This design comes from an exercise in tuning for small area on the open sky130 flow, not from production work. The RTL was checked by simulation tests, not by an equivalence proof against the original design. No activity file was given, so power comes from the tool's default toggle rates.

File: config.mk
export PLATFORM = sky130hd
export DESIGN_NAME = video_frontend
export DESIGN_NICKNAME = video_frontend
export VERILOG_FILES = /design/flow/design.v
export SDC_FILE = /design/flow/constraint.sdc
export NUM_CORES = 4
export LEC_CHECK = 0
export CAP_MARGIN = 20
export CORE_MARGIN = 2
export CORE_UTILIZATION = 40
export SLEW_MARGIN = 20
File: constraint.sdc
create_clock -name core_clock -period 6.0 [get_ports {PCLK_i}]
set_input_delay 1.2000 -clock core_clock [delete_from_list [all_inputs] [get_ports {PCLK_i}]]
set_output_delay 1.2000 -clock core_clock [all_outputs]
set_load 0.01 [all_outputs]
File: design.v
package video_frontend_pkg;
    typedef logic [7:0] pixel_t;
    typedef logic [11:0] hcount_t;
    typedef logic [10:0] vcount_t;
    typedef enum logic {
        CSC_BT601 = 1'b0,
        CSC_BT709 = 1'b1
    } csc_std_e;
endpackage
`timescale 1ns/1ps
module sync_timing_decode (
    input  logic        PCLK_i,
    input  logic        rst_n_i,
    input  logic        hs_i,
    input  logic        vs_i,
    input  logic        hsync_pol_i,
    input  logic        vsync_pol_i,
    input  logic [11:0] h_synclen_i,
    input  logic [11:0] h_backporch_i,
    input  logic [11:0] h_active_i,
    input  logic [10:0] v_synclen_i,
    input  logic [10:0] v_backporch_i,
    input  logic [10:0] v_active_i,
    output logic        hsync_o,
    output logic        vsync_o,
    output logic        de_o,
    output logic [10:0] xpos_o,
    output logic [10:0] ypos_o,
    output logic        frame_change_o,
    output logic [10:0] lines_total_o
);
    logic [11:0] h_cnt;
    logic [10:0] v_cnt;
    logic        hs_np_q;
    logic        vs_np_q;
    logic        vs_pending;
    logic [4:0]  hsync_sr;
    logic [4:0]  vsync_sr;
    logic [4:0]  de_sr;
    logic [10:0] xpos_sr [5];
    logic [10:0] ypos_sr [5];
    wire hs_np       = hs_i ^ ~hsync_pol_i;
    wire vs_np       = vs_i ^ ~vsync_pol_i;
    wire line_start  = hs_np_q & ~hs_np;
    wire vs_fall     = vs_np_q & ~vs_np;
    wire frame_start = line_start & vs_pending;
    wire [11:0] h_inc = h_cnt + 12'd1;
    wire [10:0] v_inc = v_cnt + 11'd1;
    wire [11:0] h_start = h_synclen_i + h_backporch_i;
    wire [12:0] h_diff  = {1'b0, h_cnt} - {1'b0, h_start};
    wire [12:0] h_endc  = {1'b0, h_start} + {1'b0, h_active_i};
    wire        h_in    = ~h_diff[12] & ~h_endc[12] & (h_diff[11:0] < h_active_i);
    wire [10:0] v_start = v_synclen_i + v_backporch_i;
    wire [11:0] v_diff  = {1'b0, v_cnt} - {1'b0, v_start};
    wire [11:0] v_endc  = {1'b0, v_start} + {1'b0, v_active_i};
    wire        v_in    = ~v_diff[11] & ~v_endc[11] & (v_diff[10:0] < v_active_i);
    always_ff @(posedge PCLK_i or negedge rst_n_i) begin
        if (!rst_n_i) begin
            hs_np_q        <= 1'b0;
            vs_np_q        <= 1'b0;
            vs_pending     <= 1'b0;
            h_cnt          <= '0;
            v_cnt          <= '0;
            hsync_sr       <= '1;
            vsync_sr       <= '1;
            de_sr          <= '0;
            frame_change_o <= 1'b0;
            lines_total_o  <= '0;
        end else begin
            hs_np_q        <= hs_np;
            vs_np_q        <= vs_np;
            frame_change_o <= frame_start;
            vs_pending     <= vs_fall | (vs_pending & ~frame_start);
            hsync_sr[4:1]  <= hsync_sr[3:0];
            vsync_sr[4:1]  <= vsync_sr[3:0];
            de_sr          <= {de_sr[3:0], h_in & v_in};
            if (line_start) begin
                h_cnt       <= '0;
                hsync_sr[0] <= 1'b0;
                if (vs_pending) begin
                    v_cnt         <= 11'd1;
                    lines_total_o <= v_cnt;
                    vsync_sr[0]   <= 1'b0;
                end else begin
                    v_cnt <= v_inc;
                    if (v_inc == v_synclen_i)
                        vsync_sr[0] <= 1'b1;
                end
            end else begin
                h_cnt <= h_inc;
                if (h_inc == h_synclen_i)
                    hsync_sr[0] <= 1'b1;
            end
        end
    end
    always_ff @(posedge PCLK_i) begin
        xpos_sr[0] <= h_diff[10:0];
        ypos_sr[0] <= v_diff[10:0];
        for (int i = 1; i < 5; i++) begin
            xpos_sr[i] <= xpos_sr[i-1];
            ypos_sr[i] <= ypos_sr[i-1];
        end
    end
    assign hsync_o = hsync_sr[4];
    assign vsync_o = vsync_sr[4];
    assign de_o    = de_sr[4];
    assign xpos_o  = xpos_sr[4];
    assign ypos_o  = ypos_sr[4];
endmodule
`timescale 1ns/1ps
module csc_pre (
    input  logic [7:0]    r,
    input  logic [7:0]    b,
    input  logic          std,
    output logic [2:0] gc
);
    wire g0_lo_w0 = (std ? ~r[2] : ~r[1]) ^ (std & ~r[0]) ^ 1'b1;
    wire g0_lo_w1 = ((std ? ~r[2] : ~r[1]) & (std & ~r[0])) | (1'b1 & ((std ? ~r[2] : ~r[1]) ^ (std & ~r[0])));
    wire g0_lo_w2 = (std ? ~r[3] : ~r[2]) ^ (std ? ~r[1] : ~r[0]) ^ 1'b1;
    wire g0_lo_w3 = ((std ? ~r[3] : ~r[2]) & (std ? ~r[1] : ~r[0])) | (1'b1 & ((std ? ~r[3] : ~r[2]) ^ (std ? ~r[1] : ~r[0])));
    wire g0_lo_w4 = (std ? ~r[4] : ~r[3]) ^ (std ? ~r[2] : ~r[1]) ^ g0_lo_w3;
    wire g0_lo_w5 = ((std ? ~r[4] : ~r[3]) & (std ? ~r[2] : ~r[1])) | (g0_lo_w3 & ((std ? ~r[4] : ~r[3]) ^ (std ? ~r[2] : ~r[1])));
    wire g0_lo_w6 = (std ? ~r[5] : ~r[4]) ^ (std ? ~r[3] : ~r[2]) ^ g0_lo_w5;
    wire g0_lo_w7 = ((std ? ~r[5] : ~r[4]) & (std ? ~r[3] : ~r[2])) | (g0_lo_w5 & ((std ? ~r[5] : ~r[4]) ^ (std ? ~r[3] : ~r[2])));
    wire g0_lo_w8 = ~r[0] ^ (std ? ~r[6] : ~r[5]) ^ (std ? ~r[4] : ~r[3]);
    wire g0_lo_w9 = (~r[0] & (std ? ~r[6] : ~r[5])) | ((std ? ~r[4] : ~r[3]) & (~r[0] ^ (std ? ~r[6] : ~r[5])));
    wire g0_lo_w10 = 1'b1 ^ g0_lo_w8 ^ g0_lo_w7;
    wire g0_lo_w11 = (1'b1 & g0_lo_w8) | (g0_lo_w7 & (1'b1 ^ g0_lo_w8));
    wire g0_lo_w12 = ~r[1] ^ (std ? ~r[7] : ~r[6]) ^ (std ? ~r[5] : ~r[4]);
    wire g0_lo_w13 = (~r[1] & (std ? ~r[7] : ~r[6])) | ((std ? ~r[5] : ~r[4]) & (~r[1] ^ (std ? ~r[7] : ~r[6])));
    wire g0_lo_w14 = std ^ g0_lo_w9 ^ g0_lo_w12;
    wire g0_lo_w15 = (std & g0_lo_w9) | (g0_lo_w12 & (std ^ g0_lo_w9));
    wire g0_lo_w16 = ~r[2] ^ (~std & ~r[7]) ^ (std ? ~r[6] : ~r[5]);
    wire g0_lo_w17 = (~r[2] & (~std & ~r[7])) | ((std ? ~r[6] : ~r[5]) & (~r[2] ^ (~std & ~r[7])));
    wire g0_lo_w18 = 1'b1 ^ g0_lo_w13 ^ g0_lo_w16;
    wire g0_lo_w19 = (1'b1 & g0_lo_w13) | (g0_lo_w16 & (1'b1 ^ g0_lo_w13));
    wire g0_lo_w20 = ~r[3] ^ (std ? ~r[7] : ~r[6]) ^ (~std & r[0]);
    wire g0_lo_w21 = (~r[3] & (std ? ~r[7] : ~r[6])) | ((~std & r[0]) & (~r[3] ^ (std ? ~r[7] : ~r[6])));
    wire g0_lo_w22 = ~std ^ g0_lo_w17 ^ g0_lo_w20;
    wire g0_lo_w23 = (~std & g0_lo_w17) | (g0_lo_w20 & (~std ^ g0_lo_w17));
    wire g0_lo_w24 = ~r[4] ^ r[0] ^ (~std & ~r[7]);
    wire g0_lo_w25 = (~r[4] & r[0]) | ((~std & ~r[7]) & (~r[4] ^ r[0]));
    wire g0_lo_w26 = (~std & r[1]) ^ std ^ g0_lo_w21;
    wire g0_lo_w27 = ((~std & r[1]) & std) | (g0_lo_w21 & ((~std & r[1]) ^ std));
    wire g0_lo_w28 = g0_lo_w24 ^ g0_lo_w23 ^ g0_lo_w26;
    wire g0_lo_w29 = (g0_lo_w24 & g0_lo_w23) | (g0_lo_w26 & (g0_lo_w24 ^ g0_lo_w23));
    wire g0_lo_w30 = g0_lo_w25 ^ g0_lo_w27 ^ g0_lo_w29;
    wire g0_lo_w31 = (g0_lo_w25 & g0_lo_w27) | (g0_lo_w29 & (g0_lo_w25 ^ g0_lo_w27));
    wire [11:0] g0_lo = {1'b0, g0_lo_w31, g0_lo_w30, g0_lo_w28, g0_lo_w19, g0_lo_w15, g0_lo_w14, g0_lo_w10, g0_lo_w6, g0_lo_w4, g0_lo_w1, g0_lo_w0} + {1'b0, 1'b0, 1'b0, 1'b0, g0_lo_w22, g0_lo_w18, g0_lo_w11, 1'b0, 1'b0, 1'b0, g0_lo_w2, 1'b0};
    wire g1_lo_w0 = (std ? ~b[5] : b[7]) ^ (std & ~b[2]) ^ ~std;
    wire g1_lo_w1 = ((std ? ~b[5] : b[7]) & (std & ~b[2])) | (~std & ((std ? ~b[5] : b[7]) ^ (std & ~b[2])));
    wire g1_lo_w2 = (std & ~b[6]) ^ (std & ~b[3]) ^ 1'b1;
    wire g1_lo_w3 = ((std & ~b[6]) & (std & ~b[3])) | (1'b1 & ((std & ~b[6]) ^ (std & ~b[3])));
    wire g1_lo_w4 = (std & ~b[7]) ^ (std & ~b[4]) ^ 1'b1;
    wire g1_lo_w5 = ((std & ~b[7]) & (std & ~b[4])) | (1'b1 & ((std & ~b[7]) ^ (std & ~b[4])));
    wire g1_lo_w6 = (std & ~b[5]) ^ 1'b1 ^ g1_lo_w5;
    wire g1_lo_w7 = ((std & ~b[5]) & 1'b1) | (g1_lo_w5 & ((std & ~b[5]) ^ 1'b1));
    wire g1_lo_w8 = (std ? ~b[6] : b[0]) ^ 1'b1 ^ g1_lo_w7;
    wire g1_lo_w9 = ((std ? ~b[6] : b[0]) & 1'b1) | (g1_lo_w7 & ((std ? ~b[6] : b[0]) ^ 1'b1));
    wire g1_lo_w10 = (std ? ~b[7] : b[1]) ^ (std ? ~b[0] : b[0]) ^ 1'b1;
    wire g1_lo_w11 = ((std ? ~b[7] : b[1]) & (std ? ~b[0] : b[0])) | (1'b1 & ((std ? ~b[7] : b[1]) ^ (std ? ~b[0] : b[0])));
    wire g1_lo_w12 = (~std & b[2]) ^ (std ? ~b[1] : b[1]) ^ 1'b1;
    wire g1_lo_w13 = ((~std & b[2]) & (std ? ~b[1] : b[1])) | (1'b1 & ((~std & b[2]) ^ (std ? ~b[1] : b[1])));
    wire g1_lo_w14 = b[0] ^ (~std & b[3]) ^ (std ? ~b[2] : b[2]);
    wire g1_lo_w15 = (b[0] & (~std & b[3])) | ((std ? ~b[2] : b[2]) & (b[0] ^ (~std & b[3])));
    wire g1_lo_w16 = 1'b1 ^ g1_lo_w13 ^ g1_lo_w14;
    wire g1_lo_w17 = (1'b1 & g1_lo_w13) | (g1_lo_w14 & (1'b1 ^ g1_lo_w13));
    wire g1_lo_w18 = b[1] ^ (~std & b[4]) ^ (std ? ~b[3] : b[3]);
    wire g1_lo_w19 = (b[1] & (~std & b[4])) | ((std ? ~b[3] : b[3]) & (b[1] ^ (~std & b[4])));
    wire g1_lo_w20 = 1'b1 ^ g1_lo_w15 ^ g1_lo_w18;
    wire g1_lo_w21 = (1'b1 & g1_lo_w15) | (g1_lo_w18 & (1'b1 ^ g1_lo_w15));
    wire [11:0] g1_lo = {1'b0, 1'b0, g1_lo_w19, g1_lo_w17, g1_lo_w16, g1_lo_w11, g1_lo_w10, g1_lo_w8, g1_lo_w6, g1_lo_w3, g1_lo_w1, g1_lo_w0} + {1'b0, 1'b0, g1_lo_w21, g1_lo_w20, 1'b0, g1_lo_w12, g1_lo_w9, 1'b0, 1'b0, g1_lo_w4, g1_lo_w2, 1'b0};
    assign gc = 3'(g0_lo[11:9]) + 3'(g1_lo[11:9]) - 3'd0;
endmodule
module csc_comb (
    input  logic [7:0]    r,
    input  logic [7:0]    y,
    input  logic [7:0]    b,
    input  logic          std,
    input  logic [2:0] gc,
    output logic [7:0]    r_o,
    output logic [7:0]    g_o,
    output logic [7:0]    b_o
);
    wire R_sum_w0 = (std ? r[6] : r[3]) ^ (std ? ~r[4] : ~r[0]) ^ 1'b1;
    wire R_sum_w1 = ((std ? r[6] : r[3]) & (std ? ~r[4] : ~r[0])) | (1'b1 & ((std ? r[6] : r[3]) ^ (std ? ~r[4] : ~r[0])));
    wire R_sum_w2 = (std ? r[7] : r[4]) ^ (std ? ~r[5] : ~r[1]) ^ (std & r[0]);
    wire R_sum_w3 = ((std ? r[7] : r[4]) & (std ? ~r[5] : ~r[1])) | ((std & r[0]) & ((std ? r[7] : r[4]) ^ (std ? ~r[5] : ~r[1])));
    wire R_sum_w4 = std ^ R_sum_w1 ^ R_sum_w2;
    wire R_sum_w5 = (std & R_sum_w1) | (R_sum_w2 & (std ^ R_sum_w1));
    wire R_sum_w6 = (~std & r[5]) ^ (std ? ~r[6] : ~r[2]) ^ (std & r[1]);
    wire R_sum_w7 = ((~std & r[5]) & (std ? ~r[6] : ~r[2])) | ((std & r[1]) & ((~std & r[5]) ^ (std ? ~r[6] : ~r[2])));
    wire R_sum_w8 = std ^ R_sum_w3 ^ R_sum_w6;
    wire R_sum_w9 = (std & R_sum_w3) | (R_sum_w6 & (std ^ R_sum_w3));
    wire R_sum_w10 = (~std & r[6]) ^ (std ? ~r[7] : ~r[3]) ^ (std ? r[2] : ~r[0]);
    wire R_sum_w11 = ((~std & r[6]) & (std ? ~r[7] : ~r[3])) | ((std ? r[2] : ~r[0]) & ((~std & r[6]) ^ (std ? ~r[7] : ~r[3])));
    wire R_sum_w12 = ~std ^ R_sum_w7 ^ R_sum_w10;
    wire R_sum_w13 = (~std & R_sum_w7) | (R_sum_w10 & (~std ^ R_sum_w7));
    wire R_sum_w14 = (~std & r[7]) ^ (~std & ~r[4]) ^ (std ? r[3] : ~r[1]);
    wire R_sum_w15 = ((~std & r[7]) & (~std & ~r[4])) | ((std ? r[3] : ~r[1]) & ((~std & r[7]) ^ (~std & ~r[4])));
    wire R_sum_w16 = (std ? r[0] : ~r[0]) ^ std ^ R_sum_w11;
    wire R_sum_w17 = ((std ? r[0] : ~r[0]) & std) | (R_sum_w11 & ((std ? r[0] : ~r[0]) ^ std));
    wire R_sum_w18 = R_sum_w14 ^ R_sum_w13 ^ R_sum_w16;
    wire R_sum_w19 = (R_sum_w14 & R_sum_w13) | (R_sum_w16 & (R_sum_w14 ^ R_sum_w13));
    wire R_sum_w20 = (~std & ~r[5]) ^ (std ? r[4] : ~r[2]) ^ (std ? r[1] : ~r[1]);
    wire R_sum_w21 = ((~std & ~r[5]) & (std ? r[4] : ~r[2])) | ((std ? r[1] : ~r[1]) & ((~std & ~r[5]) ^ (std ? r[4] : ~r[2])));
    wire R_sum_w22 = std ^ R_sum_w15 ^ R_sum_w20;
    wire R_sum_w23 = (std & R_sum_w15) | (R_sum_w20 & (std ^ R_sum_w15));
    wire R_sum_w24 = R_sum_w17 ^ R_sum_w22 ^ R_sum_w19;
    wire R_sum_w25 = (R_sum_w17 & R_sum_w22) | (R_sum_w19 & (R_sum_w17 ^ R_sum_w22));
    wire R_sum_w26 = (~std & ~r[6]) ^ (std ? r[5] : ~r[3]) ^ (std ? r[2] : ~r[2]);
    wire R_sum_w27 = ((~std & ~r[6]) & (std ? r[5] : ~r[3])) | ((std ? r[2] : ~r[2]) & ((~std & ~r[6]) ^ (std ? r[5] : ~r[3])));
    wire R_sum_w28 = std ^ R_sum_w21 ^ R_sum_w26;
    wire R_sum_w29 = (std & R_sum_w21) | (R_sum_w26 & (std ^ R_sum_w21));
    wire R_sum_w30 = R_sum_w23 ^ R_sum_w28 ^ R_sum_w25;
    wire R_sum_w31 = (R_sum_w23 & R_sum_w28) | (R_sum_w25 & (R_sum_w23 ^ R_sum_w28));
    wire R_sum_w32 = r[0] ^ (~std & ~r[7]) ^ (std ? r[6] : ~r[4]);
    wire R_sum_w33 = (r[0] & (~std & ~r[7])) | ((std ? r[6] : ~r[4]) & (r[0] ^ (~std & ~r[7])));
    wire R_sum_w34 = (std ? r[3] : ~r[3]) ^ 1'b1 ^ R_sum_w27;
    wire R_sum_w35 = ((std ? r[3] : ~r[3]) & 1'b1) | (R_sum_w27 & ((std ? r[3] : ~r[3]) ^ 1'b1));
    wire R_sum_w36 = R_sum_w32 ^ R_sum_w29 ^ R_sum_w34;
    wire R_sum_w37 = (R_sum_w32 & R_sum_w29) | (R_sum_w34 & (R_sum_w32 ^ R_sum_w29));
    wire R_sum_w38 = y[0] ^ r[1] ^ r[0];
    wire R_sum_w39 = (y[0] & r[1]) | (r[0] & (y[0] ^ r[1]));
    wire R_sum_w40 = (std ? r[7] : ~r[5]) ^ (std ? r[4] : ~r[4]) ^ ~std;
    wire R_sum_w41 = ((std ? r[7] : ~r[5]) & (std ? r[4] : ~r[4])) | (~std & ((std ? r[7] : ~r[5]) ^ (std ? r[4] : ~r[4])));
    wire R_sum_w42 = R_sum_w33 ^ R_sum_w38 ^ R_sum_w40;
    wire R_sum_w43 = (R_sum_w33 & R_sum_w38) | (R_sum_w40 & (R_sum_w33 ^ R_sum_w38));
    wire R_sum_w44 = R_sum_w35 ^ R_sum_w42 ^ R_sum_w37;
    wire R_sum_w45 = (R_sum_w35 & R_sum_w42) | (R_sum_w37 & (R_sum_w35 ^ R_sum_w42));
    wire R_sum_w46 = y[1] ^ r[2] ^ r[1];
    wire R_sum_w47 = (y[1] & r[2]) | (r[1] & (y[1] ^ r[2]));
    wire R_sum_w48 = (~std & ~r[6]) ^ (std ? r[5] : ~r[5]) ^ 1'b1;
    wire R_sum_w49 = ((~std & ~r[6]) & (std ? r[5] : ~r[5])) | (1'b1 & ((~std & ~r[6]) ^ (std ? r[5] : ~r[5])));
    wire R_sum_w50 = R_sum_w39 ^ R_sum_w41 ^ R_sum_w46;
    wire R_sum_w51 = (R_sum_w39 & R_sum_w41) | (R_sum_w46 & (R_sum_w39 ^ R_sum_w41));
    wire R_sum_w52 = R_sum_w48 ^ R_sum_w43 ^ R_sum_w50;
    wire R_sum_w53 = (R_sum_w48 & R_sum_w43) | (R_sum_w50 & (R_sum_w48 ^ R_sum_w43));
    wire R_sum_w54 = y[2] ^ r[3] ^ r[2];
    wire R_sum_w55 = (y[2] & r[3]) | (r[2] & (y[2] ^ r[3]));
    wire R_sum_w56 = (~std & ~r[7]) ^ (std ? r[6] : ~r[6]) ^ std;
    wire R_sum_w57 = ((~std & ~r[7]) & (std ? r[6] : ~r[6])) | (std & ((~std & ~r[7]) ^ (std ? r[6] : ~r[6])));
    wire R_sum_w58 = R_sum_w47 ^ R_sum_w49 ^ R_sum_w54;
    wire R_sum_w59 = (R_sum_w47 & R_sum_w49) | (R_sum_w54 & (R_sum_w47 ^ R_sum_w49));
    wire R_sum_w60 = R_sum_w56 ^ R_sum_w51 ^ R_sum_w58;
    wire R_sum_w61 = (R_sum_w56 & R_sum_w51) | (R_sum_w58 & (R_sum_w56 ^ R_sum_w51));
    wire R_sum_w62 = y[3] ^ r[4] ^ r[3];
    wire R_sum_w63 = (y[3] & r[4]) | (r[3] & (y[3] ^ r[4]));
    wire R_sum_w64 = (std ? r[7] : ~r[7]) ^ R_sum_w55 ^ R_sum_w57;
    wire R_sum_w65 = ((std ? r[7] : ~r[7]) & R_sum_w55) | (R_sum_w57 & ((std ? r[7] : ~r[7]) ^ R_sum_w55));
    wire R_sum_w66 = R_sum_w62 ^ R_sum_w59 ^ R_sum_w64;
    wire R_sum_w67 = (R_sum_w62 & R_sum_w59) | (R_sum_w64 & (R_sum_w62 ^ R_sum_w59));
    wire R_sum_w68 = y[4] ^ r[5] ^ r[4];
    wire R_sum_w69 = (y[4] & r[5]) | (r[4] & (y[4] ^ r[5]));
    wire R_sum_w70 = 1'b1 ^ R_sum_w63 ^ R_sum_w68;
    wire R_sum_w71 = (1'b1 & R_sum_w63) | (R_sum_w68 & (1'b1 ^ R_sum_w63));
    wire R_sum_w72 = R_sum_w65 ^ R_sum_w70 ^ R_sum_w67;
    wire R_sum_w73 = (R_sum_w65 & R_sum_w70) | (R_sum_w67 & (R_sum_w65 ^ R_sum_w70));
    wire R_sum_w74 = y[5] ^ r[6] ^ r[5];
    wire R_sum_w75 = (y[5] & r[6]) | (r[5] & (y[5] ^ r[6]));
    wire R_sum_w76 = 1'b1 ^ R_sum_w69 ^ R_sum_w74;
    wire R_sum_w77 = (1'b1 & R_sum_w69) | (R_sum_w74 & (1'b1 ^ R_sum_w69));
    wire R_sum_w78 = R_sum_w71 ^ R_sum_w76 ^ R_sum_w73;
    wire R_sum_w79 = (R_sum_w71 & R_sum_w76) | (R_sum_w73 & (R_sum_w71 ^ R_sum_w76));
    wire R_sum_w80 = y[6] ^ r[7] ^ r[6];
    wire R_sum_w81 = (y[6] & r[7]) | (r[6] & (y[6] ^ r[7]));
    wire R_sum_w82 = R_sum_w75 ^ R_sum_w80 ^ R_sum_w77;
    wire R_sum_w83 = (R_sum_w75 & R_sum_w80) | (R_sum_w77 & (R_sum_w75 ^ R_sum_w80));
    wire R_sum_w84 = y[7] ^ r[7] ^ R_sum_w81;
    wire R_sum_w85 = (y[7] & r[7]) | (R_sum_w81 & (y[7] ^ r[7]));
    wire [23:0] R_sum = {1'b1, 1'b1, R_sum_w84, R_sum_w82, R_sum_w78, R_sum_w72, R_sum_w61, R_sum_w53, R_sum_w52, R_sum_w44, R_sum_w36, R_sum_w30, R_sum_w24, R_sum_w18, R_sum_w9, R_sum_w5, R_sum_w4, R_sum_w0, 1'b0, 1'b0, 1'b0, 1'b0, 1'b0, 1'b0} + {1'b0, R_sum_w85, R_sum_w83, R_sum_w79, 1'b0, 1'b0, R_sum_w66, R_sum_w60, R_sum_w45, 1'b0, R_sum_w31, 1'b0, 1'b0, 1'b0, R_sum_w12, R_sum_w8, 1'b0, 1'b0, 1'b0, 1'b0, 1'b0, 1'b0, 1'b0, 1'b0};
    wire [9:0] R_s = R_sum[23:14];
    wire G_sum_w0 = y[0] ^ r[5] ^ ~r[1];
    wire G_sum_w1 = (y[0] & r[5]) | (~r[1] & (y[0] ^ r[5]));
    wire G_sum_w2 = (~std & ~r[2]) ^ ~b[2] ^ (~std & ~b[5]);
    wire G_sum_w3 = ((~std & ~r[2]) & ~b[2]) | ((~std & ~b[5]) & ((~std & ~r[2]) ^ ~b[2]));
    wire G_sum_w4 = (std ? b[4] : ~b[4]) ^ ~gc[0] ^ 1'b1;
    wire G_sum_w5 = ((std ? b[4] : ~b[4]) & ~gc[0]) | (1'b1 & ((std ? b[4] : ~b[4]) ^ ~gc[0]));
    wire G_sum_w6 = G_sum_w0 ^ G_sum_w2 ^ G_sum_w4;
    wire G_sum_w7 = (G_sum_w0 & G_sum_w2) | (G_sum_w4 & (G_sum_w0 ^ G_sum_w2));
    wire G_sum_w8 = y[1] ^ r[6] ^ ~r[2];
    wire G_sum_w9 = (y[1] & r[6]) | (~r[2] & (y[1] ^ r[6]));
    wire G_sum_w10 = (~std & ~r[3]) ^ ~b[3] ^ (~std & ~b[6]);
    wire G_sum_w11 = ((~std & ~r[3]) & ~b[3]) | ((~std & ~b[6]) & ((~std & ~r[3]) ^ ~b[3]));
    wire G_sum_w12 = (std ? b[5] : ~b[5]) ^ ~gc[1] ^ std;
    wire G_sum_w13 = ((std ? b[5] : ~b[5]) & ~gc[1]) | (std & ((std ? b[5] : ~b[5]) ^ ~gc[1]));
    wire G_sum_w14 = G_sum_w1 ^ G_sum_w3 ^ G_sum_w5;
    wire G_sum_w15 = (G_sum_w1 & G_sum_w3) | (G_sum_w5 & (G_sum_w1 ^ G_sum_w3));
    wire G_sum_w16 = G_sum_w8 ^ G_sum_w10 ^ G_sum_w12;
    wire G_sum_w17 = (G_sum_w8 & G_sum_w10) | (G_sum_w12 & (G_sum_w8 ^ G_sum_w10));
    wire G_sum_w18 = G_sum_w7 ^ G_sum_w14 ^ G_sum_w16;
    wire G_sum_w19 = (G_sum_w7 & G_sum_w14) | (G_sum_w16 & (G_sum_w7 ^ G_sum_w14));
    wire G_sum_w20 = y[2] ^ r[7] ^ ~r[3];
    wire G_sum_w21 = (y[2] & r[7]) | (~r[3] & (y[2] ^ r[7]));
    wire G_sum_w22 = (~std & ~r[4]) ^ ~b[4] ^ (~std & ~b[7]);
    wire G_sum_w23 = ((~std & ~r[4]) & ~b[4]) | ((~std & ~b[7]) & ((~std & ~r[4]) ^ ~b[4]));
    wire G_sum_w24 = (std ? b[6] : ~b[6]) ^ ~gc[2] ^ G_sum_w9;
    wire G_sum_w25 = ((std ? b[6] : ~b[6]) & ~gc[2]) | (G_sum_w9 & ((std ? b[6] : ~b[6]) ^ ~gc[2]));
    wire G_sum_w26 = G_sum_w11 ^ G_sum_w13 ^ G_sum_w20;
    wire G_sum_w27 = (G_sum_w11 & G_sum_w13) | (G_sum_w20 & (G_sum_w11 ^ G_sum_w13));
    wire G_sum_w28 = G_sum_w22 ^ G_sum_w15 ^ G_sum_w17;
    wire G_sum_w29 = (G_sum_w22 & G_sum_w15) | (G_sum_w17 & (G_sum_w22 ^ G_sum_w15));
    wire G_sum_w30 = G_sum_w24 ^ G_sum_w26 ^ G_sum_w19;
    wire G_sum_w31 = (G_sum_w24 & G_sum_w26) | (G_sum_w19 & (G_sum_w24 ^ G_sum_w26));
    wire G_sum_w32 = y[3] ^ ~r[4] ^ (~std & ~r[5]);
    wire G_sum_w33 = (y[3] & ~r[4]) | ((~std & ~r[5]) & (y[3] ^ ~r[4]));
    wire G_sum_w34 = ~b[5] ^ (std ? b[7] : ~b[7]) ^ G_sum_w21;
    wire G_sum_w35 = (~b[5] & (std ? b[7] : ~b[7])) | (G_sum_w21 & (~b[5] ^ (std ? b[7] : ~b[7])));
    wire G_sum_w36 = G_sum_w23 ^ G_sum_w32 ^ G_sum_w25;
    wire G_sum_w37 = (G_sum_w23 & G_sum_w32) | (G_sum_w25 & (G_sum_w23 ^ G_sum_w32));
    wire G_sum_w38 = G_sum_w27 ^ G_sum_w34 ^ G_sum_w29;
    wire G_sum_w39 = (G_sum_w27 & G_sum_w34) | (G_sum_w29 & (G_sum_w27 ^ G_sum_w34));
    wire G_sum_w40 = G_sum_w36 ^ G_sum_w31 ^ G_sum_w38;
    wire G_sum_w41 = (G_sum_w36 & G_sum_w31) | (G_sum_w38 & (G_sum_w36 ^ G_sum_w31));
    wire G_sum_w42 = y[4] ^ ~r[5] ^ (~std & ~r[6]);
    wire G_sum_w43 = (y[4] & ~r[5]) | ((~std & ~r[6]) & (y[4] ^ ~r[5]));
    wire G_sum_w44 = ~b[6] ^ 1'b1 ^ G_sum_w33;
    wire G_sum_w45 = (~b[6] & 1'b1) | (G_sum_w33 & (~b[6] ^ 1'b1));
    wire G_sum_w46 = G_sum_w42 ^ G_sum_w35 ^ G_sum_w44;
    wire G_sum_w47 = (G_sum_w42 & G_sum_w35) | (G_sum_w44 & (G_sum_w42 ^ G_sum_w35));
    wire G_sum_w48 = G_sum_w37 ^ G_sum_w46 ^ G_sum_w39;
    wire G_sum_w49 = (G_sum_w37 & G_sum_w46) | (G_sum_w39 & (G_sum_w37 ^ G_sum_w46));
    wire G_sum_w50 = y[5] ^ ~r[6] ^ (~std & ~r[7]);
    wire G_sum_w51 = (y[5] & ~r[6]) | ((~std & ~r[7]) & (y[5] ^ ~r[6]));
    wire G_sum_w52 = ~b[7] ^ ~std ^ G_sum_w43;
    wire G_sum_w53 = (~b[7] & ~std) | (G_sum_w43 & (~b[7] ^ ~std));
    wire G_sum_w54 = G_sum_w50 ^ G_sum_w45 ^ G_sum_w52;
    wire G_sum_w55 = (G_sum_w50 & G_sum_w45) | (G_sum_w52 & (G_sum_w50 ^ G_sum_w45));
    wire G_sum_w56 = G_sum_w47 ^ G_sum_w54 ^ G_sum_w49;
    wire G_sum_w57 = (G_sum_w47 & G_sum_w54) | (G_sum_w49 & (G_sum_w47 ^ G_sum_w54));
    wire G_sum_w58 = y[6] ^ ~r[7] ^ ~std;
    wire G_sum_w59 = (y[6] & ~r[7]) | (~std & (y[6] ^ ~r[7]));
    wire G_sum_w60 = G_sum_w51 ^ G_sum_w58 ^ G_sum_w53;
    wire G_sum_w61 = (G_sum_w51 & G_sum_w58) | (G_sum_w53 & (G_sum_w51 ^ G_sum_w58));
    wire G_sum_w62 = G_sum_w55 ^ G_sum_w60 ^ G_sum_w57;
    wire G_sum_w63 = (G_sum_w55 & G_sum_w60) | (G_sum_w57 & (G_sum_w55 ^ G_sum_w60));
    wire G_sum_w64 = y[7] ^ std ^ G_sum_w59;
    wire G_sum_w65 = (y[7] & std) | (G_sum_w59 & (y[7] ^ std));
    wire G_sum_w66 = G_sum_w64 ^ G_sum_w61 ^ G_sum_w63;
    wire G_sum_w67 = (G_sum_w64 & G_sum_w61) | (G_sum_w63 & (G_sum_w64 ^ G_sum_w61));
    wire G_sum_w68 = 1'b1 ^ G_sum_w65 ^ G_sum_w67;
    wire G_sum_w69 = (1'b1 & G_sum_w65) | (G_sum_w67 & (1'b1 ^ G_sum_w65));
    wire [9:0] G_sum = {1'b1, G_sum_w68, G_sum_w66, G_sum_w62, G_sum_w56, G_sum_w41, G_sum_w40, G_sum_w28, G_sum_w18, G_sum_w6} + {G_sum_w69, 1'b0, 1'b0, 1'b0, 1'b0, G_sum_w48, 1'b0, G_sum_w30, 1'b0, 1'b0};
    wire [9:0] G_s = G_sum;
    wire B_sum_w0 = (std ? b[5] : ~b[3]) ^ (std & ~b[0]) ^ 1'b1;
    wire B_sum_w1 = ((std ? b[5] : ~b[3]) & (std & ~b[0])) | (1'b1 & ((std ? b[5] : ~b[3]) ^ (std & ~b[0])));
    wire B_sum_w2 = (std ? b[6] : ~b[4]) ^ (std ? ~b[1] : b[0]) ^ B_sum_w1;
    wire B_sum_w3 = ((std ? b[6] : ~b[4]) & (std ? ~b[1] : b[0])) | (B_sum_w1 & ((std ? b[6] : ~b[4]) ^ (std ? ~b[1] : b[0])));
    wire B_sum_w4 = (std ? b[7] : ~b[5]) ^ (std ? ~b[2] : b[1]) ^ (std ? ~b[0] : b[0]);
    wire B_sum_w5 = ((std ? b[7] : ~b[5]) & (std ? ~b[2] : b[1])) | ((std ? ~b[0] : b[0]) & ((std ? b[7] : ~b[5]) ^ (std ? ~b[2] : b[1])));
    wire B_sum_w6 = (~std & ~b[6]) ^ (std ? ~b[3] : b[2]) ^ (std ? ~b[1] : b[1]);
    wire B_sum_w7 = ((~std & ~b[6]) & (std ? ~b[3] : b[2])) | ((std ? ~b[1] : b[1]) & ((~std & ~b[6]) ^ (std ? ~b[3] : b[2])));
    wire B_sum_w8 = (~std & ~b[7]) ^ (std ? ~b[4] : b[3]) ^ (std ? ~b[2] : b[2]);
    wire B_sum_w9 = ((~std & ~b[7]) & (std ? ~b[4] : b[3])) | ((std ? ~b[2] : b[2]) & ((~std & ~b[7]) ^ (std ? ~b[4] : b[3])));
    wire B_sum_w10 = ~std ^ B_sum_w7 ^ B_sum_w8;
    wire B_sum_w11 = (~std & B_sum_w7) | (B_sum_w8 & (~std ^ B_sum_w7));
    wire B_sum_w12 = (std ? ~b[5] : b[4]) ^ (std ? ~b[3] : b[3]) ^ (std & ~b[0]);
    wire B_sum_w13 = ((std ? ~b[5] : b[4]) & (std ? ~b[3] : b[3])) | ((std & ~b[0]) & ((std ? ~b[5] : b[4]) ^ (std ? ~b[3] : b[3])));
    wire B_sum_w14 = 1'b1 ^ B_sum_w9 ^ B_sum_w12;
    wire B_sum_w15 = (1'b1 & B_sum_w9) | (B_sum_w12 & (1'b1 ^ B_sum_w9));
    wire B_sum_w16 = (std ? ~b[6] : b[5]) ^ (std ? ~b[4] : b[4]) ^ (std ? ~b[1] : ~b[0]);
    wire B_sum_w17 = ((std ? ~b[6] : b[5]) & (std ? ~b[4] : b[4])) | ((std ? ~b[1] : ~b[0]) & ((std ? ~b[6] : b[5]) ^ (std ? ~b[4] : b[4])));
    wire B_sum_w18 = B_sum_w13 ^ B_sum_w16 ^ B_sum_w15;
    wire B_sum_w19 = (B_sum_w13 & B_sum_w16) | (B_sum_w15 & (B_sum_w13 ^ B_sum_w16));
    wire B_sum_w20 = (std ? ~b[7] : b[6]) ^ (std ? ~b[5] : b[5]) ^ (std ? ~b[2] : ~b[1]);
    wire B_sum_w21 = ((std ? ~b[7] : b[6]) & (std ? ~b[5] : b[5])) | ((std ? ~b[2] : ~b[1]) & ((std ? ~b[7] : b[6]) ^ (std ? ~b[5] : b[5])));
    wire B_sum_w22 = std ^ B_sum_w17 ^ B_sum_w20;
    wire B_sum_w23 = (std & B_sum_w17) | (B_sum_w20 & (std ^ B_sum_w17));
    wire B_sum_w24 = y[0] ^ (~std & b[7]) ^ (std ? ~b[6] : b[6]);
    wire B_sum_w25 = (y[0] & (~std & b[7])) | ((std ? ~b[6] : b[6]) & (y[0] ^ (~std & b[7])));
    wire B_sum_w26 = (std ? ~b[3] : ~b[2]) ^ 1'b1 ^ B_sum_w21;
    wire B_sum_w27 = ((std ? ~b[3] : ~b[2]) & 1'b1) | (B_sum_w21 & ((std ? ~b[3] : ~b[2]) ^ 1'b1));
    wire B_sum_w28 = B_sum_w24 ^ B_sum_w23 ^ B_sum_w26;
    wire B_sum_w29 = (B_sum_w24 & B_sum_w23) | (B_sum_w26 & (B_sum_w24 ^ B_sum_w23));
    wire B_sum_w30 = y[1] ^ b[0] ^ (std ? ~b[7] : b[7]);
    wire B_sum_w31 = (y[1] & b[0]) | ((std ? ~b[7] : b[7]) & (y[1] ^ b[0]));
    wire B_sum_w32 = (std ? ~b[4] : ~b[3]) ^ B_sum_w25 ^ B_sum_w30;
    wire B_sum_w33 = ((std ? ~b[4] : ~b[3]) & B_sum_w25) | (B_sum_w30 & ((std ? ~b[4] : ~b[3]) ^ B_sum_w25));
    wire B_sum_w34 = B_sum_w27 ^ B_sum_w32 ^ B_sum_w29;
    wire B_sum_w35 = (B_sum_w27 & B_sum_w32) | (B_sum_w29 & (B_sum_w27 ^ B_sum_w32));
    wire B_sum_w36 = y[2] ^ b[1] ^ (std ? ~b[5] : ~b[4]);
    wire B_sum_w37 = (y[2] & b[1]) | ((std ? ~b[5] : ~b[4]) & (y[2] ^ b[1]));
    wire B_sum_w38 = 1'b1 ^ B_sum_w31 ^ B_sum_w36;
    wire B_sum_w39 = (1'b1 & B_sum_w31) | (B_sum_w36 & (1'b1 ^ B_sum_w31));
    wire B_sum_w40 = B_sum_w33 ^ B_sum_w38 ^ B_sum_w35;
    wire B_sum_w41 = (B_sum_w33 & B_sum_w38) | (B_sum_w35 & (B_sum_w33 ^ B_sum_w38));
    wire B_sum_w42 = y[3] ^ b[2] ^ (std ? ~b[6] : ~b[5]);
    wire B_sum_w43 = (y[3] & b[2]) | ((std ? ~b[6] : ~b[5]) & (y[3] ^ b[2]));
    wire B_sum_w44 = 1'b1 ^ B_sum_w37 ^ B_sum_w42;
    wire B_sum_w45 = (1'b1 & B_sum_w37) | (B_sum_w42 & (1'b1 ^ B_sum_w37));
    wire B_sum_w46 = B_sum_w39 ^ B_sum_w44 ^ B_sum_w41;
    wire B_sum_w47 = (B_sum_w39 & B_sum_w44) | (B_sum_w41 & (B_sum_w39 ^ B_sum_w44));
    wire B_sum_w48 = y[4] ^ b[3] ^ (std ? ~b[7] : ~b[6]);
    wire B_sum_w49 = (y[4] & b[3]) | ((std ? ~b[7] : ~b[6]) & (y[4] ^ b[3]));
    wire B_sum_w50 = ~std ^ B_sum_w43 ^ B_sum_w48;
    wire B_sum_w51 = (~std & B_sum_w43) | (B_sum_w48 & (~std ^ B_sum_w43));
    wire B_sum_w52 = B_sum_w45 ^ B_sum_w50 ^ B_sum_w47;
    wire B_sum_w53 = (B_sum_w45 & B_sum_w50) | (B_sum_w47 & (B_sum_w45 ^ B_sum_w50));
    wire B_sum_w54 = y[5] ^ b[4] ^ (~std & ~b[7]);
    wire B_sum_w55 = (y[5] & b[4]) | ((~std & ~b[7]) & (y[5] ^ b[4]));
    wire B_sum_w56 = std ^ B_sum_w49 ^ B_sum_w54;
    wire B_sum_w57 = (std & B_sum_w49) | (B_sum_w54 & (std ^ B_sum_w49));
    wire B_sum_w58 = B_sum_w51 ^ B_sum_w56 ^ B_sum_w53;
    wire B_sum_w59 = (B_sum_w51 & B_sum_w56) | (B_sum_w53 & (B_sum_w51 ^ B_sum_w56));
    wire B_sum_w60 = y[6] ^ b[5] ^ 1'b1;
    wire B_sum_w61 = (y[6] & b[5]) | (1'b1 & (y[6] ^ b[5]));
    wire B_sum_w62 = B_sum_w55 ^ B_sum_w60 ^ B_sum_w57;
    wire B_sum_w63 = (B_sum_w55 & B_sum_w60) | (B_sum_w57 & (B_sum_w55 ^ B_sum_w60));
    wire B_sum_w64 = y[7] ^ b[6] ^ 1'b1;
    wire B_sum_w65 = (y[7] & b[6]) | (1'b1 & (y[7] ^ b[6]));
    wire B_sum_w66 = B_sum_w61 ^ B_sum_w64 ^ B_sum_w63;
    wire B_sum_w67 = (B_sum_w61 & B_sum_w64) | (B_sum_w63 & (B_sum_w61 ^ B_sum_w64));
    wire B_sum_w68 = b[7] ^ B_sum_w65 ^ B_sum_w67;
    wire B_sum_w69 = (b[7] & B_sum_w65) | (B_sum_w67 & (b[7] ^ B_sum_w65));
    wire [22:0] B_sum = {1'b1, B_sum_w68, B_sum_w66, B_sum_w62, B_sum_w58, B_sum_w52, B_sum_w46, B_sum_w40, B_sum_w34, B_sum_w28, B_sum_w22, B_sum_w18, B_sum_w11, B_sum_w10, B_sum_w5, B_sum_w4, B_sum_w2, B_sum_w0, 1'b0, 1'b0, 1'b0, 1'b0, 1'b0} + {B_sum_w69, 1'b0, 1'b0, B_sum_w59, 1'b0, 1'b0, 1'b0, 1'b0, 1'b0, 1'b0, B_sum_w19, 1'b0, B_sum_w14, 1'b0, B_sum_w6, B_sum_w3, 1'b0, 1'b0, 1'b0, 1'b0, 1'b0, 1'b0, 1'b0};
    wire [9:0] B_s = B_sum[22:13];
    function automatic logic [7:0] clamp_sum(input logic [9:0] s);
        if (s[9])
            clamp_sum = 8'h00;
        else if (s[8])
            clamp_sum = 8'hFF;
        else
            clamp_sum = s[7:0];
    endfunction
    assign r_o = clamp_sum(R_s);
    assign g_o = clamp_sum(G_s);
    assign b_o = clamp_sum(B_s);
endmodule
module csc_execute (
    input  logic       PCLK_i,
    input  logic [7:0] r_i,
    input  logic [7:0] g_i,
    input  logic [7:0] b_i,
    input  logic       csc_enable_i,
    input  logic       csc_std_i,
    output logic [7:0] r_o,
    output logic [7:0] g_o,
    output logic [7:0] b_o
);
    logic [7:0]    r_s1, g_s1, b_s1;
    logic          en_s1, std_s1;
    logic [2:0] gc, gc_s1;
    logic [7:0]    r_c, g_c, b_c;
    logic [23:0]   px_sr [4];
    csc_pre csc_pre_inst (
        .r(r_i), .b(b_i), .std(csc_std_i), .gc(gc)
    );
    csc_comb csc_comb_inst (
        .r(r_s1), .y(g_s1), .b(b_s1), .std(std_s1), .gc(gc_s1),
        .r_o(r_c), .g_o(g_c), .b_o(b_c)
    );
    always_ff @(posedge PCLK_i) begin
        {r_s1, g_s1, b_s1, en_s1, std_s1, gc_s1} <= {r_i, g_i, b_i, csc_enable_i, csc_std_i, gc};
        px_sr[0] <= en_s1 ? {r_c, g_c, b_c} : {r_s1, g_s1, b_s1};
        for (int i = 1; i < 4; i++)
            px_sr[i] <= px_sr[i-1];
    end
    assign {r_o, g_o, b_o} = px_sr[3];
endmodule
`timescale 1ns/1ps
module video_frontend (
    input  logic         PCLK_i,
    input  logic         rst_n_i,
    input  logic [7:0]   r_i,
    input  logic [7:0]   g_i,
    input  logic [7:0]   b_i,
    input  logic         hs_i,
    input  logic         vs_i,
    input  logic         hsync_pol_i,
    input  logic         vsync_pol_i,
    input  logic         csc_enable_i,
    input  logic         csc_std_i,
    input  logic [11:0]  h_total_i,
    input  logic [11:0]  h_active_i,
    input  logic [11:0]  h_synclen_i,
    input  logic [11:0]  h_backporch_i,
    input  logic [10:0]  v_active_i,
    input  logic [10:0]  v_synclen_i,
    input  logic [10:0]  v_backporch_i,
    output logic [7:0]   r_o,
    output logic [7:0]   g_o,
    output logic [7:0]   b_o,
    output logic         hsync_o,
    output logic         vsync_o,
    output logic         de_o,
    output logic [10:0]  xpos_o,
    output logic [10:0]  ypos_o,
    output logic [10:0]  lines_total_o,
    output logic         frame_change_o
);
    sync_timing_decode sync_timing_decode_inst (
        .PCLK_i         (PCLK_i),
        .rst_n_i        (rst_n_i),
        .hs_i           (hs_i),
        .vs_i           (vs_i),
        .hsync_pol_i    (hsync_pol_i),
        .vsync_pol_i    (vsync_pol_i),
        .h_synclen_i    (h_synclen_i),
        .h_backporch_i  (h_backporch_i),
        .h_active_i     (h_active_i),
        .v_synclen_i    (v_synclen_i),
        .v_backporch_i  (v_backporch_i),
        .v_active_i     (v_active_i),
        .hsync_o        (hsync_o),
        .vsync_o        (vsync_o),
        .de_o           (de_o),
        .xpos_o         (xpos_o),
        .ypos_o         (ypos_o),
        .frame_change_o (frame_change_o),
        .lines_total_o  (lines_total_o)
    );
    csc_execute csc_execute_inst (
        .PCLK_i       (PCLK_i),
        .r_i          (r_i),
        .g_i          (g_i),
        .b_i          (b_i),
        .csc_enable_i (csc_enable_i),
        .csc_std_i    (csc_std_i),
        .r_o          (r_o),
        .g_o          (g_o),
        .b_o          (b_o)
    );
endmodule
File: flow/run.sh
#!/bin/bash
# The standard layout (the standard.sh: standard synthesis, floorplan, power grid,
# placement, CTS, routing) with two changes: the port buffers are the smallest buffer
# cell, and clock tree synthesis uses its own buffer list and sink clusters, without
# dummy loads. Each tool's output is in orfs/logs, make's in make.log.
set -euo pipefail
bash standard.sh \
  "BUFFER_PORTS_ARGS=-buffer_cell sky130_fd_sc_hd__buf_1" \
  "CTS_ARGS=-sink_clustering_enable -repair_clock_nets -dont_use_dummy_load -buf_list sky130_fd_sc_hd__clkbuf_16 -sink_clustering_size 30 -sink_clustering_max_diameter 80" \
  finish > make.log 2>&1
File: standard.sh
#!/bin/bash
# synth_recipe.tcl (not shown) runs the flow's synth.tcl, then flattens the netlist and writes it again
# the make line also repeats each setting of config.mk as NAME=value (left out here)
make -C /OpenROAD-flow-scripts/flow DESIGN_CONFIG=/design/flow/config.mk WORK_HOME=/design/flow/orfs CLKGATE_MAP_FILE= SYNTH_SCRIPT=/design/flow/synth_recipe.tcl "${@:-finish}"
==> impl_metrics.toml, run 1 <==
[status]
status = "no timing/DRC/antenna violations"

[job]
max-cap-violations = 0

[synth]
ys_top_cells_by_area = "dfxtp_1 31%, fa_1 14%, ha_1 13%"
yosysUniqueCellTypes = 72
syn_inst = 1451
synth_top_cell_area_share = 0.308
synth_warnings = 6
synthesis.nets = 1833
synth_edf_count = 0
seq_area_frac_synth = 0.395
ys_seq_elements = 288
synth_area_per_cell_um2 = 10.5
async_flop_share = 0.184
ys.flop_type = "dfxtp_1"
syn_area_um2 = 15300
yosys.area.top_type = "dfxtp_1"

[worst_setup_path]
rr_startpoint = "csc_execute_inst.std_s1"
crit_top_cell = "ha_1"
path_class = "in2reg"
slowest_delay_ps = 540
critPathArrivalTime_ps = 6140
worst_setup_path_end_kind = "flip-flop"
worst-path-max-fanout = 3
startpoint = "v_synclen_i[0]"
crit_path_start_kind = "input pin"
cp_slowest_cell = "or4_4"
cp_cell_sequence = "buf_1, ha_1, fa_2, a21o_1, a21oi_2, o21bai_2, a2111oi_2, buf_4, o31ai_1, a21oi_1, xnor2_1, ha_1, inv_1, or4_1, nand4b_1, ha_1, and3_1, a221o_1, or4_4, a31oi_4, o211ai_1, nor4b_1"
worstPathRequired_ps = 6390

[cts]
cts_hold_buffers = 0
cts_buffers = 20
clk_pin_slew_ps = 90
cts-root-buf = "clkbuf_16"
h-tree-depth = 1
cts_buffer_depth = 3
cts_tree = "yes"
clock_latency_ps = 540
numClockSinks = 288

[layout]
syn_to_final_growth_pct = 15.9
nFillCells = 3634
final_common_cell = "dfxtp_1"
final_cells = 2209
seqCellArea_um2 = 6040
nets = 2081
drive_above_1_share = 0.0984
final_cell_mix = "234 x dfxtp_1, 233 x inv_1, 158 x buf_1, 157 x ha_1, 108 x fa_1"
multi_input_area_um2 = 8390

[die]
dieArea_um2 = 39800
fp-row-count = 71
fp.dieH_um = 200
initial_core_util = 0.406
coreArea_um2 = 37700
die_x_um = 200
io_pins = 174

[placement]
dpl.hpwl_mm = 26.0
dp.cells = 2184
routabilityCongestion = 0.846
portBuffers = 161

[global_route]
grt_pass1_vias = 10800
grt_overflow = 0
grt_pass1_wl_mm = 52.4
grt_max_degree = 54
antenna_found_initial = 3
grt_usage = 0.165

[pwr]
vdd_drop_max_mv = 0.188
powerDensity_nw_per_um2 = 376
p_leak_nw = 8.19

[timing]
setup_tns_ps = 0
rsz0062_at_grt = "true"
hold_viol_final = 0
timing.final.crit_share = 0.958
slew_violations = 0
tightest_slew_ps = 706
maxClockFrequency_mhz = 174
slew_headroom = 0.528
fin_crit_ps = 5750
finalSetupViolations = 0
clock_skew_ps = 59.5

[hold_path]
hold_start = "csc_execute_inst.px_sr[0][4]"
hold_class = "reg2reg"

[routing]
vias = 10500
postRouteAntennaNets = 0
drt_wl_total_mm = 31.9
drt_iter0_drc = 383
drcViolationCount = 0
viasPerCell = 4.76
routedWlPerCell_um = 14.4
firstDrtPassIters = 5
==> final timing paths <==
check	endpoint	slack, ps	depth (start not counted)
setup reg to reg	csc_execute_inst.px_sr[0][4]	420	20
min in group asynchronous	sync_timing_decode_inst.hs_np_q	810	2
max in group asynchronous	sync_timing_decode_inst.de_sr[2]	4690	2
setup / recovery	sync_timing_decode_inst.de_sr[0]	250	22
hold reg to reg	csc_execute_inst.px_sr[1][4]	280	0
hold / removal	csc_execute_inst.px_sr[1][4]	280	0
==> kinds of logic after synthesis <==
| family | synth area share |
|---|---|
| simple gates | 0.0865 |
| xor+xnor | 0.0636 |
| mux | 0.0156 |
| flops | 0.395 |
| buf+inv | 0.0627 |
| compound gates | 0.102 |
| fa+ha+maj | 0.275 |
==> worst max-delay path: cells and delay by family <==
family                     cells  cell delay, ps
adders and majority gates      4            1180
AOI/OAI and AO/OA              9            1630
and+or+nand+nor                5            1710
buffers and inverters          3             310
xor gates and xnor gates       1             100
==> metrics by stage <==
stage / cell area [um^2] / utilization / hold slack, ps / total power, mW / setup slack [ps]
final: 17700 / 0.471 / 277 / 6.67 / 255
after global routing: 17700 / 0.471 / 270 / 7.27 / -40.0
after CTS: 17600 / 0.467 / 273 / 6.74 / 52.4
after detailed placement: 17100 / 0.453 / 312 / 5.51 / -501
after global placement: 17100 / 0.453 / 310 / 5.42 / -373
after floorplan: 15300 / - / 310 / 4.70 / 26.5
==> cell type report <==
class | instances | share of cell area
multi-input combinational | 908 | 0.473
sequential | 288 | 0.341
timing repair buffer | 246 | 0.0714
inverter | 235 | 0.0498
tap | 511 | 0.0361
clock buffer | 20 | 0.0282
antenna | 1 | 0.000141
==> synth_stat cells (all sizes together) (9+ instances only) <==
cell,instances
dfxtp,235
inv,233
ha,159
fa,110
o21ai,73
xnor2,69
nor2,68
nand2,67
a21oi,59
dfrtp,43
xor2,42
nand3,20
nor2b,20
clkbuf,16
and3,15
nor3,14
o22ai,14
mux2,12
a31oi,10
dfstp,10
mux2i,10
nand2b,10
nand4,9
o211ai,9
==> flip-flops by register name, indices dropped and copies added (netlist names), 5 cells and up <==
register / count
csc_execute_inst.px_sr: 96
sync_timing_decode_inst.xpos_sr: 55
sync_timing_decode_inst.ypos_sr: 55
sync_timing_decode_inst.h_cnt: 12
sync_timing_decode_inst.lines_total_o: 11
sync_timing_decode_inst.v_cnt: 11
csc_execute_inst.b_s1: 8
csc_execute_inst.g_s1: 8
csc_execute_inst.r_s1: 8
sync_timing_decode_inst.de_sr: 5
sync_timing_decode_inst.hsync_sr: 5
sync_timing_decode_inst.vsync_sr: 5
==> where the power goes <==
part / leakage (nW) / internal (mW) / switching [mW]
logic: 5.28 / 1.22 / 1.48
registers: 2.66 / 2.58 / 0.192
clock network: 0.246 / 0.589 / 0.601
==> per-layer routing <==
metal	track usage	up-vias	share of wire
met3	0.0371	51	0.057
met1	0.210	4993	0.44
met2	0.282	205	0.48
met4	0.0431	4	0.022
li1	-	5264	-
met5	0	-	0.00085
==> what timing repair did <==
action	in CTS	in global routing
resized for setup	0	31
endpoints found under the setup margin	1	1
buffers inserted	0	4
pin swaps	1	22
==> run 2: changes to the inputs <==
--- a/flow/run.sh
+++ b/flow/run.sh
@@ -6,5 +6,5 @@
 set -euo pipefail
 bash standard.sh \
   "BUFFER_PORTS_ARGS=-buffer_cell sky130_fd_sc_hd__buf_1" \
-  "CTS_ARGS=-sink_clustering_enable -repair_clock_nets -dont_use_dummy_load -buf_list sky130_fd_sc_hd__clkbuf_16 -sink_clustering_size 30 -sink_clustering_max_diameter 80" \
+  "CTS_ARGS=-sink_clustering_enable -repair_clock_nets -dont_use_dummy_load -buf_list sky130_fd_sc_hd__clkbuf_8 -sink_clustering_size 16 -sink_clustering_max_diameter 60" \
   finish > make.log 2>&1
--- a/config.mk
+++ b/config.mk
@@ -8,4 +8,5 @@
 export CAP_MARGIN = 20
 export CORE_MARGIN = 2
 export CORE_UTILIZATION = 40
+export GPL_TIMING_DRIVEN = 0
 export SLEW_MARGIN = 20
==> run 2 against run 1 <==
Against the previous run:
- largest power group unchanged
- utilization down 1.5 points
- area after synthesis unchanged
- setup slack worse by 140 ps
- critical path depth up 1
- synthesized cell count unchanged
- die area unchanged
- register-to-register slack worse by 180 ps
- sequential cell count unchanged
- critical path type unchanged
- clock-buffer cell count up 7
==> impl_metrics.toml, run 2 <==
[global_route]
antenna_found_initial = 4
grt_pass1_wl_mm = 51.5
grt_overflow = 0
grt_pass1_vias = 10600
grt_max_degree = 30
grt_usage = 0.164

[worst_setup_path]
cpLargestDelayFamily = "compound AO/OA/AOI/OAI gates"
worst-path-max-fanout = 3
cp_cell_sequence = "buf_1, ha_2, fa_2, a21o_1, a21oi_2, o21bai_2, a2111oi_4, o31ai_1, a21oi_1, xor2_1, ha_2, nor2_1, mux2_2, a311oi_2, o211ai_1, ha_1, and3_1, and2_1, a22o_1, or4_1, a31oi_2, o211ai_1, nor4b_2"
slowest_delay_ps = 490
rr_startpoint = "csc_execute_inst.std_s1"
rrSetupSlack_ps = 240
reg2reg_to = "csc_execute_inst.px_sr[0][1]"
critPathArrivalTime_ps = 6370
path_class = "in2reg"
worst_setup_path_end_kind = "flip-flop"
worst_r2r_path_depth = 20
cp_slowest_cell = "or4_1"
path_buf_inv = 1
worstPathRequired_ps = 6480
crit_path_start_kind = "input pin"

[cts]
cts_buffer_depth = 3
clock_latency_ps = 600
cts_tree = "yes"
cts_buffers = 27
cts_hold_buffers = 0
cts-root-buf = "clkbuf_8"
h-tree-depth = 1
numClockSinks = 288
clk_pin_slew_ps = 80

[synth]
yosys.area.top_type = "dfxtp_1"
synth_top_cell_area_share = 0.308
synth_area_per_cell_um2 = 10.5
syn_inst = 1451
yosysUniqueCellTypes = 72
synth_warnings = 6
synthesis.nets = 1833
ys.flop_type = "dfxtp_1"
seq_area_frac_synth = 0.395
async_flop_share = 0.184
syn_area_um2 = 15300
ys_seq_elements = 288
ys_top_cells_by_area = "dfxtp_1 31%, fa_1 14%, ha_1 13%"
yosysMostFrequentCell = "dfxtp_1"
synth_edf_count = 0
synth_commonest_cells = "235 x dfxtp_1, 233 x inv_1, 159 x ha_1"

[layout]
nets = 2033
largest_reg_flops = 96
drive_above_1_share = 0.0637
final_common_cell = "dfxtp_1"
final_cell_mix = "233 x dfxtp_1, 232 x inv_1, 160 x buf_1, 156 x ha_1, 109 x fa_1"
diodes = 0
syn_to_final_growth_pct = 12.2
final_util = 0.456
reg.largest.list = "csc_execute_inst.px_sr: 96 flops, sync_timing_decode_inst.xpos_sr: 55 flops, sync_timing_decode_inst.ypos_sr: 55 flops"
largest-register = "csc_execute_inst.px_sr"
postLayoutCellArea_um2 = 17200

[job]
max-cap-violations = 0

[placement]
portBuffers = 161
preCtsSetupSlack_ps = -1010
routabilityCongestion = 0.847
dpl.hpwl_mm = 26.3
placed_area_um2 = 16600

[pwr]
vdd_drop_max_mv = 0.165
p_leak_nw = 7.82
powerDensity_nw_per_um2 = 371

[die]
dieArea_um2 = 39800
initial_core_util = 0.406
coreArea_um2 = 37700
die_x_um = 200
fp.dieH_um = 200
fp-row-count = 71
io_pins = 174

[routing]
postRouteAntennaNets = 0
viasPerCell = 4.79
drt_wl_total_mm = 32.2
drcViolationCount = 0
vias = 10400
firstDrtPassIters = 7
drt_iter0_drc = 363
routedWlPerCell_um = 14.9

[timing]
setup_tns_ps = 0
finalSetupViolations = 0
slew_headroom = 0.555
hold_viol_final = 0
fin_ws_ps = 111
whs_ps = 295
clock_skew_ps = 52.8
timing.final.crit_share = 0.981
slew_violations = 0
tightest_slew_ps = 665
maxClockFrequency_mhz = 170
fin_crit_ps = 5890

[status]
status = "no timing/DRC/antenna violations"

[hold_path]
hold_end = "sync_timing_decode_inst.ypos_sr[1][7]"
hold_class = "reg2reg"
whs_path_depth = 0
hold_start = "sync_timing_decode_inst.ypos_sr[0][7]"
==> run 2: cell counts after synthesis <==
Identical to the previous run, type by type.
==> run 2: worst max path at each step <==
| stage | start | end | slack, ps | cells after the start |
|---|---|---|---|---|
| 6_report | h_synclen_i[0] | sync_timing_decode_inst.de_sr[0] | 110 | 23 |
| 5_1_grt | h_synclen_i[0] | sync_timing_decode_inst.de_sr[0] | -10 | 23 |
| 4_1_cts | csc_execute_inst.std_s1 | csc_execute_inst.px_sr[0][1] | 3 | 20 |
| 3_5_place_dp | h_synclen_i[0] | sync_timing_decode_inst.de_sr[0] | -1010 | 23 |
| 3_3_place_gp | v_synclen_i[0] | sync_timing_decode_inst.de_sr[0] | -1020 | 21 |
| 2_1_floorplan | h_synclen_i[0] | sync_timing_decode_inst.de_sr[0] | 30 | 22 |
==> run 2: through the flow <==
stage,instances,power (mW)
2_1_floorplan,1451,4.70
3_3_place_gp,2123,5.33
3_5_place_dp,2125,5.40
4_1_cts,2157,6.43
5_1_grt,2160,6.95
6_report,2160,6.37
==> run 2: repair_timing <==
| item | 4_1_cts | 5_1_grt |
|---|---|---|
| setup endpoints to repair | 17 | 8 |
| pin swaps | 5 | 11 |
| cloned | 0 | 1 |
| resized for setup | 11 | 21 |
| buffers inserted | 6 | 2 |
==> run 2: kinds of logic after synthesis <==
logic type	synth area share
buffers and inverters	0.0627
adders and majority gates	0.275
AOI/OAI and AO/OA	0.102
DFF	0.395
xor gates and xnor gates	0.0636
and+or+nand+nor	0.0865
muxes	0.0156
==> run 2: final cells by class <==
type,instances,area [um^2]
fill,3611,20500
inverter,235,885
clock buffer,27,372
tap,511,639
multi-input combinational,908,8390
buffer,19,92.6
sequential,288,6050
timing repair buffer,172,739
==> run 2: report_power, final <==
part | internal, mW | total, mW | switching [mW]
sequential | 2.58 | 2.76 | 0.181
clock | 0.398 | 0.985 | 0.587
combinational | 1.14 | 2.62 | 1.48
total | 4.12 | 6.37 | 2.25
==> run 2: worst register-to-register path: cells and delay by family, from the launching register on <==
family,cells,cell delay (ps)
and+or+nand+nor,4,560
buffers and inverters,4,570
DFF,1,360
adders and majority gates,9,3500
AOI/OAI and AO/OA,3,690
==> run 2: per-layer routing <==
| metal | GRT usage | routed length, um |
|---|---|---|
| met5 | 0 | 55 |
| met4 | 0.0477 | 749 |
| met3 | 0.0390 | 2040 |
| met2 | 0.283 | 15300 |
| met1 | 0.204 | 14000 |
==> run 3: changes to the inputs <==
--- a/config.mk
+++ b/config.mk
@@ -8,5 +8,4 @@
 export CAP_MARGIN = 20
 export CORE_MARGIN = 2
 export CORE_UTILIZATION = 40
-export GPL_TIMING_DRIVEN = 0
 export SLEW_MARGIN = 20
==> run 3 against run 2 <==
Against the previous run:
- clock skew is 12 ps higher
- critical endpoint unchanged
- final cell count is 2.6% higher
- register-to-register slack better by 140 ps
- routed wire length is 1.1% lower
- clock power is 5% higher
- critical path depth is 1 lower
- via count is 1.7% higher
==> impl_metrics.toml, run 3 <==
[timing]
clock_skew_ps = 65.1
slew_headroom = 0.516
fin_ws_ps = 278
tightest_slew_ps = 726
slew_violations = 0
hold_viol_final = 0
rsz0062_at_grt = "false"
finalSetupViolations = 0
timing.final.crit_share = 0.954
maxClockFrequency_mhz = 175
fin_crit_ps = 5720

[die]
coreArea_um2 = 37700
die_x_um = 200
fp.dieH_um = 200
initial_core_util = 0.406
dieArea_um2 = 39800
io_pins = 174
fp-row-count = 71

[synth]
seq_area_frac_synth = 0.395
synthesis.nets = 1833
synth_top_family_by_area = "adder cells"
syn_inst = 1451
yosysUniqueCellTypes = 72
synth_warnings = 6
async_flop_share = 0.184
yosys.area_share.adder = 0.275
synthMuxAreaShare = 0.0156
ys_top_cells_by_area = "dfxtp_1 31%, fa_1 14%, ha_1 13%"
yosys.area.top_type = "dfxtp_1"
synthXorXnorAreaFrac = 0.0636
synth_commonest_cells = "235 x dfxtp_1, 233 x inv_1, 159 x ha_1"
ys_seq_elements = 288
synthSimpleGateAreaFrac = 0.0865
synth_area_per_cell_um2 = 10.5
synth_compound_area_frac = 0.102
syn_area_um2 = 15300
synth_edf_count = 0
yosysMostFrequentCell = "dfxtp_1"
ys.flop_type = "dfxtp_1"
synth_top_cell_area_share = 0.308

[cts]
numClockSinks = 288
cts_tree = "yes"
clk_pin_slew_ps = 80
cts_buffer_depth = 3
cts_hold_buffers = 0
cts_buffers = 30
h-tree-depth = 1
clock_latency_ps = 620
cts-root-buf = "clkbuf_8"

[global_route]
grt_max_degree = 54
grt_pass1_wl_mm = 52.3
antenna_found_initial = 3
grt_usage = 0.165
grt_pass1_vias = 10900
grt_overflow = 0

[placement]
preCtsSetupSlack_ps = -501
routabilityCongestion = 0.846
dp.cells = 2184
dpl.hpwl_mm = 26.0
portBuffers = 161

[pwr]
vdd_drop_max_mv = 0.167
powerDensity_nw_per_um2 = 369
p_leak_nw = 8.12

[layout]
reg.largest.list = "csc_execute_inst.px_sr: 96 flops, sync_timing_decode_inst.xpos_sr: 55 flops, sync_timing_decode_inst.ypos_sr: 55 flops"
nets = 2088
final_cells = 2216
syn_to_final_growth_pct = 14.9
largest_reg_flops = 96
drive_above_1_share = 0.0992
final_cell_mix = "234 x dfxtp_1, 233 x inv_1, 160 x buf_1, 157 x ha_1, 108 x fa_1"
largest-register = "csc_execute_inst.px_sr"
final_common_cell = "dfxtp_1"
final_util = 0.467

[worst_setup_path]
critPathArrivalTime_ps = 6190
path_class = "in2reg"
worst_setup_path_end_kind = "flip-flop"
crit_path_start_kind = "input pin"
worst-path-max-fanout = 3
worstPathRequired_ps = 6470

[job]
max-cap-violations = 0

[routing]
viasPerCell = 4.75
routedWlPerCell_um = 14.4
drt_iter0_drc = 350
drt_wl_total_mm = 31.9
postRouteAntennaNets = 0
drcViolationCount = 0
vias = 10500
firstDrtPassIters = 5

[status]
status = "no timing/DRC/antenna violations"

[hold_path]
hold_class = "reg2reg"
## run 3: through the flow
stage | power (mW) | TNS (ps) | hold WS (ps) | instance area, um^2
6_report | 6.49 | 0 | 268 | 17600
5_1_grt | 7.10 | 0 | 273 | 17600
4_1_cts | 6.58 | 0 | 264 | 17500
3_5_place_dp | 5.51 | -501 | 312 | 17100
3_3_place_gp | 5.42 | -373 | 310 | 17100
2_1_floorplan | 4.70 | 0 | 310 | 15300
## run 3: layout make-up
type                       count  area, um^2
antenna                        1        2.50
clock buffer                  30         413
fill                        3647       20100
inverter                     235         882
multi-input combinational    908        8370
sequential                   288        6040
tap                          511         639
timing repair buffer         243        1220
## run 3: report_power, final
group | total [mW] | switching [mW] | internal, mW
registers | 2.78 | 0.191 | 2.58
logic | 2.69 | 1.48 | 1.21
clock network | 1.03 | 0.589 | 0.439
total | 6.49 | 2.26 | 4.23
## run 3: what timing repair did
item	CTS	global route
resized for setup	0	17
setup endpoints to repair	0	1
setup buffers	0	1
## run 3: routing by layer
layer	part of all wire	track usage	up-vias
met3	0.060	0.0366	56
met5	0.00085	0	-
met1	0.44	0.209	4971
li1	-	-	5272
met4	0.022	0.0486	4
met2	0.47	0.281	220
## run 3: worst max-delay path, stage by stage
cell	delay, ps
buf_1	90
ha_1	230
fa_2	360
a21o_1	200
a21oi_2	170
o21bai_1	120
a2111oi_2	320
buf_4	170
o31ai_1	70
a21oi_1	230
xnor2_1	100
ha_1	320
inv_1	50
or4_1	490
nand4b_1	150
ha_1	270
and3_1	210
a221o_1	290
or4_4	540
a31oi_4	160
o211ai_1	110
nor4b_1	320
## run 3: cell families after synthesis
logic type | Yosys count
buffers and inverters | 255
flip-flops | 288
AO/OA/AOI/OAI | 240
multiplexers | 22
adder cells (fa/ha/maj) | 270
AND/OR/NAND/NOR | 265
XOR/XNOR | 111
## run 3: final timing paths
kind / slack (ps) / cells past startpoint / start / endpoint
min reg2reg: 270 / 0 / csc_execute_inst.px_sr[0][5] / csc_execute_inst.px_sr[1][5]
max: 280 / 22 / v_synclen_i[0] / sync_timing_decode_inst.de_sr[0]
max reg2reg: 380 / 20 / csc_execute_inst.std_s1 / csc_execute_inst.px_sr[0][5]
min: 270 / 0 / csc_execute_inst.px_sr[0][5] / csc_execute_inst.px_sr[1][5]
max in group asynchronous: 4760 / 2 / rst_n_i / sync_timing_decode_inst.v_cnt[2]
min in group asynchronous: 760 / 2 / rst_n_i / sync_timing_decode_inst.lines_total_o[4]

[what the ideal ports hide]
In the flow no input, the clock included, has a driving cell. The finished layouts below were timed again as built, in two steps.
Step 1 sets driving cells, clkbuf_16 on the clock port and buf_2 on the other inputs (assumed; they add their load-dependent delay and slew).
Step 2, shift: input delay + t, output delay - t, t = (earliest + latest rising clock arrival at the registers) / 2. This alone moves slack from input paths to output paths.
Slacks: no drivers / after step 1 / after step 2; pairs: no drivers / after step 1.
| run | t, ns | setup slack, ns | hold slack, ns | slew at the worst register clock pin (ns) |
|---|---|---|---|---|
| run 1 | 0.562 | 0.255 / 0.281 / -0.281 | 0.277 / 0.277 / 0.277 | 0.10 / 0.10 |
| run 2 | 0.629 | 0.111 / 0.140 / -0.489 | 0.295 / 0.295 / 0.295 | 0.11 / 0.11 |
| run 3 | 0.633 | 0.278 / 0.305 / -0.329 | 0.268 / 0.268 / 0.268 | 0.09 / 0.09 |
Met with ideal ports but missed after step 2: setup timing in every run listed. For run 3, which loses most, drivers alone change the setup slack by +0.027 ns; drivers and shift together by -0.607 ns.
